Background: an optimization exercise with open tools, aiming at small area. Do not read the settings as production practice.
Only simulation tests tie the RTL to the original design; equivalence was not proved.
Power is estimated from default activity; no workload was simulated.

$ cat design/flow/constraint.sdc
create_clock -name core_clock -period 6.0 [get_ports {forever_cpuclk}]
set_input_delay 1.2000 -clock core_clock [delete_from_list [all_inputs] [get_ports {forever_cpuclk}]]
set_output_delay 1.2000 -clock core_clock [all_outputs]
set_load 0.01 [all_outputs]
$ cat design/flow/run.sh
#!/bin/bash
# synth_recipe.tcl (not shown) runs the flow's synth.tcl, then flattens the netlist and writes it again
# the make line also repeats each setting of config.mk as NAME=value (left out here)
make -C /OpenROAD-flow-scripts/flow DESIGN_CONFIG=/design/flow/config.mk WORK_HOME=/design/flow/orfs CLKGATE_MAP_FILE= SYNTH_SCRIPT=/design/flow/synth_recipe.tcl finish
$ cat design/flow/config.mk
export PLATFORM = sky130hd
export DESIGN_NAME = aq_ifu_ibuf_queue
export DESIGN_NICKNAME = aq_ifu_ibuf_queue
export VERILOG_FILES = /design/flow/design.v
export SDC_FILE = /design/flow/constraint.sdc
export NUM_CORES = 4
export LEC_CHECK = 0
export CAP_MARGIN = 20
export CORE_MARGIN = 2
export CORE_UTILIZATION = 25
export SLEW_MARGIN = 20
$ cat design/flow/design.v
module aq_ifu_ibuf_queue #(
  parameter int DEPTH   = 16,
  parameter int CRT_NUM = 3,
  parameter int RET_NUM = 2,
  parameter int HINFO_W = 22,
  localparam int PTR_W  = $clog2(DEPTH),
  localparam int CNT_W  = $clog2(DEPTH+1)
) (
  input  logic                         forever_cpuclk,
  input  logic                         cpurst_b,
  input  logic                         ibuf_flush_en,
  input  logic [CRT_NUM-1:0]           ibuf_create_vld,
  input  logic [16*CRT_NUM-1:0]        ibuf_create_inst,
  input  logic [2*CRT_NUM-1:0]         ibuf_create_pred_taken,
  input  logic [HINFO_W*CRT_NUM-1:0]   ibuf_create_halt_info,
  input  logic [CRT_NUM-1:0]           ibuf_create_acc_err,
  input  logic [CRT_NUM-1:0]           ibuf_create_pgflt,
  output logic                         ibuf_create_rdy,
  input  logic [RET_NUM-1:0]           ibuf_retire_en,
  output logic [RET_NUM-1:0]           ibuf_head_vld,
  output logic [16*RET_NUM-1:0]        ibuf_head_inst,
  output logic [2*RET_NUM-1:0]         ibuf_head_pred_taken,
  output logic [HINFO_W*RET_NUM-1:0]   ibuf_head_halt_info,
  output logic [RET_NUM-1:0]           ibuf_head_acc_err,
  output logic [RET_NUM-1:0]           ibuf_head_pgflt,
  output logic [CNT_W-1:0]             ibuf_entry_cnt
);
  logic [PTR_W-1:0] r_wptr, r_rptr;
  logic [CNT_W-1:0] r_cnt;
  logic [DEPTH-1:0][15:0]         r_inst;
  logic [DEPTH-1:0][1:0]          r_pt;
  logic [DEPTH-1:0][HINFO_W-1:0]  r_hinfo;
  logic [DEPTH-1:0]               r_acc;
  logic [DEPTH-1:0]               r_pgf;
  logic [DEPTH-1:0]               w_we;
  logic [DEPTH-1:0][15:0]         w_inst;
  logic [DEPTH-1:0][1:0]          w_pt;
  logic [DEPTH-1:0][HINFO_W-1:0]  w_hinfo;
  logic [DEPTH-1:0]               w_acc;
  logic [DEPTH-1:0]               w_pgf;
  logic                           w_rdy;
  logic [CNT_W-1:0]               w_crt_cnt;
  logic [CNT_W-1:0]               w_ret_cnt;
  logic [RET_NUM-1:0][PTR_W-1:0]  w_hidx;
  assign w_rdy = ({1'b0, r_cnt} + (CNT_W+1)'(CRT_NUM)) <= (CNT_W+1)'(DEPTH);
  assign ibuf_create_rdy = w_rdy;
  assign ibuf_entry_cnt  = r_cnt;
  always_comb begin : crt_count
    logic run;
    run       = 1'b1;
    w_crt_cnt = '0;
    for (int k = 0; k < CRT_NUM; k++) begin
      if (run && ibuf_create_vld[k]) w_crt_cnt = w_crt_cnt + CNT_W'(1);
      else                           run       = 1'b0;
    end
    if (!w_rdy || ibuf_flush_en) w_crt_cnt = '0;
  end
  always_comb begin : ret_count
    logic run;
    run       = 1'b1;
    w_ret_cnt = '0;
    for (int k = 0; k < RET_NUM; k++) begin
      if (run && ibuf_retire_en[k]) w_ret_cnt = w_ret_cnt + CNT_W'(1);
      else                          run       = 1'b0;
    end
    if (w_ret_cnt > r_cnt) w_ret_cnt = r_cnt;
  end
  always_comb begin
    w_we    = '0;
    w_inst  = '0;
    w_pt    = '0;
    w_hinfo = '0;
    w_acc   = '0;
    w_pgf   = '0;
    for (int e = 0; e < DEPTH; e++) begin
      for (int k = 0; k < CRT_NUM; k++) begin
        if ((CNT_W'(k) < w_crt_cnt) && ((r_wptr + PTR_W'(k)) == PTR_W'(e))) begin
          w_we[e]    = 1'b1;
          w_inst[e]  = ibuf_create_inst[16*k +: 16];
          w_pt[e]    = ibuf_create_pred_taken[2*k +: 2];
          w_hinfo[e] = ibuf_create_halt_info[HINFO_W*k +: HINFO_W];
          w_acc[e]   = ibuf_create_acc_err[k];
          w_pgf[e]   = ibuf_create_pgflt[k];
        end
      end
    end
  end
  always_ff @(posedge forever_cpuclk or negedge cpurst_b) begin
    if (!cpurst_b) begin
      r_wptr <= '0;
      r_rptr <= '0;
      r_cnt  <= '0;
    end else if (ibuf_flush_en) begin
      r_wptr <= '0;
      r_rptr <= '0;
      r_cnt  <= '0;
    end else begin
      r_wptr <= r_wptr + PTR_W'(w_crt_cnt);
      r_rptr <= r_rptr + PTR_W'(w_ret_cnt);
      r_cnt  <= r_cnt + w_crt_cnt - w_ret_cnt;
    end
  end
  always_ff @(posedge forever_cpuclk or negedge cpurst_b) begin
    if (!cpurst_b) begin
      r_pt    <= '0;
      r_hinfo <= '0;
      r_acc   <= '0;
      r_pgf   <= '0;
    end else begin
      for (int e = 0; e < DEPTH; e++) begin
        if (w_we[e]) begin
          r_pt[e]    <= w_pt[e];
          r_hinfo[e] <= w_hinfo[e];
          r_acc[e]   <= w_acc[e];
          r_pgf[e]   <= w_pgf[e];
        end
      end
    end
  end
  always_ff @(posedge forever_cpuclk) begin
    for (int e = 0; e < DEPTH; e++) begin
      if (w_we[e]) r_inst[e] <= w_inst[e];
    end
  end
  for (genvar i = 0; i < RET_NUM; i++) begin : g_head
    assign w_hidx[i]                                 = r_rptr + PTR_W'(i);
    assign ibuf_head_vld[i]                          = r_cnt > CNT_W'(i);
    assign ibuf_head_inst[16*i +: 16]                = r_inst[w_hidx[i]];
    assign ibuf_head_pred_taken[2*i +: 2]            = r_pt[w_hidx[i]];
    assign ibuf_head_halt_info[HINFO_W*i +: HINFO_W] = r_hinfo[w_hidx[i]];
    assign ibuf_head_acc_err[i]                      = r_acc[w_hidx[i]];
    assign ibuf_head_pgflt[i]                        = r_pgf[w_hidx[i]];
  end
endmodule
==> run notes <==
stage by stage:
step	cell area, um^2	util (%)	instances	setup slack (ns)	total power [mW]
after floorplan	46200	-	4499	2.06	13.1
after global placement	51600	28.1	6843	1.21	17.5
after detailed placement	51600	28.2	6844	1.24	17.7
after CTS	54000	29.5	6980	0.490	22.5
after global routing	54100	29.5	7005	0.330	23.4
final	54200	29.5	7022	0.241	22.8
layout make-up:
class                   instances  area, um^2
fillers                     18765      129000
multi-input cells            3144       25500
flip-flops and latches        685       18400
repair buffers                454        4260
well taps                    2464        3080
clock buffers                 106        2080
inverters                      97         364
clock inverters                30         335
diodes                         42         105
power by group:
part | leakage [nW] | switching, mW | internal, mW | total, mW
clock | 1.18 | 2.23 | 2.62 | 4.85
sequential | 7.99 | 1.17 | 5.86 | 7.03
combinational | 11.0 | 5.79 | 5.10 | 10.9
worst paths after layout:
path	cells past startpoint	endpoint	start
max	6	ibuf_head_pred_taken[2]	r_rptr[2]
min reg2reg	1	r_hinfo[96]	r_hinfo[96]
max in group asynchronous	2	r_hinfo[83]	cpurst_b
min	1	r_hinfo[338]	cpurst_b
max reg2reg	8	r_inst[118]	r_wptr[2]
min in group core_clock	1	r_hinfo[96]	r_hinfo[96]
layer usage:
metal,track usage (%),share of wire (%),vias to the layer above
li1,-,-,17553
met1,31.7,34,23338
met2,38.2,42,4950
met3,10.8,15,1464
met4,22.9,10,16
met5,0.130,0.034,-
cells in the mapped netlist, drive strengths merged, types with 15 or more instances:
cell / n
a2bb2oi: 20
nand3: 66
o221ai: 33
clkbuf: 361
mux2: 42
o2bb2ai: 52
a32o: 15
a221oi: 65
mux2i: 127
nor3: 54
and3: 16
a31oi: 29
dfrtp: 429
a21o: 43
nor2b: 45
a22o: 45
a222oi: 69
o22a: 15
buf: 212
a221o: 179
a21oi: 162
a32oi: 61
a22oi: 353
o21ai: 186
nand2: 683
mux4: 294
edfxtp: 256
o22ai: 81
nor2: 272
inv: 96
flip-flops by register name, indices dropped and copies added (netlist names):
signal / flops
r_inst: 256
r_rptr: 4
r_hinfo: 352
r_wptr: 4
r_pgf: 16
r_acc: 16
r_pt: 32
r_cnt: 5
cells by family (layout without fill, tap and decap cells):
family,after synthesis,count (layout),synth area share (%)
buffers and inverters,670,687,5.97
XOR/XNOR,14,14,0.306
adder cells (fa/ha/maj),18,18,0.553
AO/OA/AOI/OAI,1469,1469,24.2
AND/OR/NAND/NOR,1177,1177,10.9
other,1,45,0.00813
multiplexers,463,463,18.1
flip-flops,685,685,39.9
==> impl_metrics.xml <==
<?xml version="1.0" encoding="UTF-8"?>
<metrics>
  <group name="placement">
    <metric name="routabilityCongestion" unit="">1.06</metric>
    <metric name="portBuffers" unit="">225</metric>
    <metric name="detailed_place_hpwl" unit="um">165000</metric>
  </group>
  <group name="power">
    <metric name="ir_worst_vdd" unit="mV">0.277</metric>
    <metric name="power.leakage" unit="nW">20.2</metric>
    <metric name="power_per_cell_area" unit="nW/um^2">421</metric>
  </group>
  <group name="sta">
    <metric name="fin_skew" unit="ns">0.0329</metric>
    <metric name="layout_min_cycle_time" unit="ns">5.76</metric>
    <metric name="worst_slew_margin_rel" unit="%">13.4</metric>
    <metric name="rsz0062_at_grt" unit="">no</metric>
    <metric name="timing.final.hold_violations" unit="">0</metric>
    <metric name="setup_viol" unit="">0</metric>
    <metric name="worst_hold_slack" unit="ns">0.497</metric>
    <metric name="slew_viol_final" unit="">0</metric>
    <metric name="min_period_over_period" unit="%">96.0</metric>
    <metric name="maxClockFrequency" unit="MHz">174</metric>
    <metric name="worstMarginPinSlew" unit="ns">1.30</metric>
    <metric name="finalSetupTns" unit="ns">0</metric>
  </group>
  <group name="clock_tree">
    <metric name="cts_made_buffers" unit="">75</metric>
    <metric name="clk-insertion-delay-late" unit="ns">0.72</metric>
    <metric name="postCtsSetupBuffers" unit="">0</metric>
    <metric name="worst_setup_hold_path_clk_slew" unit="ns">0.06</metric>
    <metric name="clkSinkCount" unit="">685</metric>
    <metric name="clk_path_buf_depth" unit="">3</metric>
    <metric name="cts_tree" unit="">yes</metric>
    <metric name="cts_resized" unit="">0</metric>
    <metric name="h-tree-depth" unit="">3</metric>
    <metric name="cts_hold_buffers" unit="">0</metric>
    <metric name="root_buffer_selected_by_cts" unit="">clkbuf_16</metric>
  </group>
  <group name="floorplan">
    <metric name="die_width" unit="um">434</metric>
    <metric name="std_cell_rows" unit="">157</metric>
    <metric name="io_pins" unit="">226</metric>
    <metric name="floorplan.die_area" unit="um^2">188000</metric>
    <metric name="initial_core_util" unit="%">25.2</metric>
    <metric name="design.core.area" unit="um^2">183000</metric>
    <metric name="chipHeight" unit="um">434</metric>
  </group>
  <group name="routing">
    <metric name="detailroute.via_count" unit="">47321</metric>
    <metric name="viasPerCell" unit="">6.74</metric>
    <metric name="antenna_violating_nets_post_route" unit="">0</metric>
    <metric name="pre_antenna_drt_iters" unit="">8</metric>
    <metric name="route.detailed.wl_per_inst" unit="um">37.3</metric>
    <metric name="postRouteWirelength" unit="um">262000</metric>
    <metric name="drt-initial-drc-count" unit="">9292</metric>
    <metric name="drt_drc_violations_left" unit="">0</metric>
  </group>
  <group name="synth">
    <metric name="synth_seq_cells" unit="">685</metric>
    <metric name="synth_largest_type_area_fraction" unit="%">23.3</metric>
    <metric name="synth_edf_count" unit="">256</metric>
    <metric name="post_synth_cell_types" unit="">90</metric>
    <metric name="yosys-top-cells-area" unit="">dfrtp_1 23%, edfxtp_1 17%, mux4_2 14%, a22oi_1 5.7%, nand2_1 5.5%</metric>
    <metric name="part_of_the_yosys_area_used_for_sequential_elements" unit="%">39.9</metric>
    <metric name="syn_inst" unit="">4497</metric>
    <metric name="ys.warnings.count" unit="">1</metric>
    <metric name="synth_ff_type" unit="">dfrtp_1</metric>
    <metric name="synthesis.area" unit="um^2">46200</metric>
    <metric name="post_synthesis_average_cell_area" unit="um^2">10.3</metric>
    <metric name="synthArstFlopShare" unit="%">62.6</metric>
    <metric name="cell_taking_the_most_area_after_synthesis" unit="">dfrtp_1</metric>
  </group>
  <group name="critical_path">
    <metric name="crit_slowest_cell" unit="">dfrtp_2</metric>
    <metric name="cp.required" unit="ns">4.80</metric>
    <metric name="critical-path-top-delay-family" unit="">buffers and inverters</metric>
    <metric name="type_of_element_launching_the_critical_path" unit="">flop</metric>
    <metric name="worst-path-buf-inv" unit="">2</metric>
    <metric name="crit_arrival" unit="ns">4.56</metric>
    <metric name="r2r_slack" unit="ns">1.40</metric>
    <metric name="crit_path_max_incr_delay" unit="ns">0.80</metric>
    <metric name="critical_path.cell_chain" unit="">and2_2 &gt; nand2_1 &gt; xor2_4 &gt; buf_4 &gt; mux4_2 &gt; clkdlybuf4s50_1</metric>
    <metric name="path_max_fanout" unit="">16</metric>
    <metric name="path_class" unit="">flop to output port</metric>
    <metric name="crit_path_end_kind" unit="">output port</metric>
  </group>
  <group name="global_route">
    <metric name="first_global_vias" unit="">44782</metric>
    <metric name="antenna_found_initial" unit="">48</metric>
    <metric name="grt_start_max_net_pins" unit="">141</metric>
    <metric name="grt_first_pass_wirelength" unit="um">360000</metric>
    <metric name="aggregate_global_routing_overflow" unit="">0</metric>
    <metric name="globalRouteTotalUtil" unit="%">27.0</metric>
  </group>
  <group name="worst_hold_path">
    <metric name="worst_hold_path_type" unit="">input pin to async pin</metric>
  </group>
  <group name="final_layout">
    <metric name="layout_commonest_cell" unit="">nand2_1</metric>
    <metric name="layout.nets" unit="">4609</metric>
    <metric name="synthToLayoutAreaGrowth" unit="%">17.3</metric>
    <metric name="final_cell_mix" unit="">677 x nand2_1, 423 x dfrtp_1, 353 x a22oi_1</metric>
    <metric name="fraction_of_layout_cells_with_a_size_suffix_above_1" unit="%">17.8</metric>
  </group>
  <group name="flow_run">
    <metric name="max_capacitance_violation_count" unit="">0</metric>
  </group>
  <group name="run_status">
    <metric name="status" unit="">timing/DRC/antenna clean</metric>
  </group>
</metrics>

==> port drivers added, routing unchanged <==
In the flow no input, the clock included, has a driving cell. The finished layout below was timed again as built, in two steps.
Step 1 sets driving cells, clkbuf_16 on the clock port and buf_2 on the other inputs (assumed; they add their load-dependent delay and slew).
Step 2 times the ports against the registers' clock, not the clock port: input delays grow and output delays shrink by t, the midpoint of the rising clock arrivals with the driver on.
Three values: no drivers, after step 1, after step 2; two values: the first two.
t, ns: 0.800
setup WS [ns]: 0.241 / 0.156 / 0.863
worst setup path at the end: input to register
worst data-port slew with drivers (ns): 0.22
cell pins on the clock port's net: 1
After both steps setup and hold are still met in this run. The setup slack of this run moves by -0.085 ns with the drivers and by +0.622 ns with both steps.
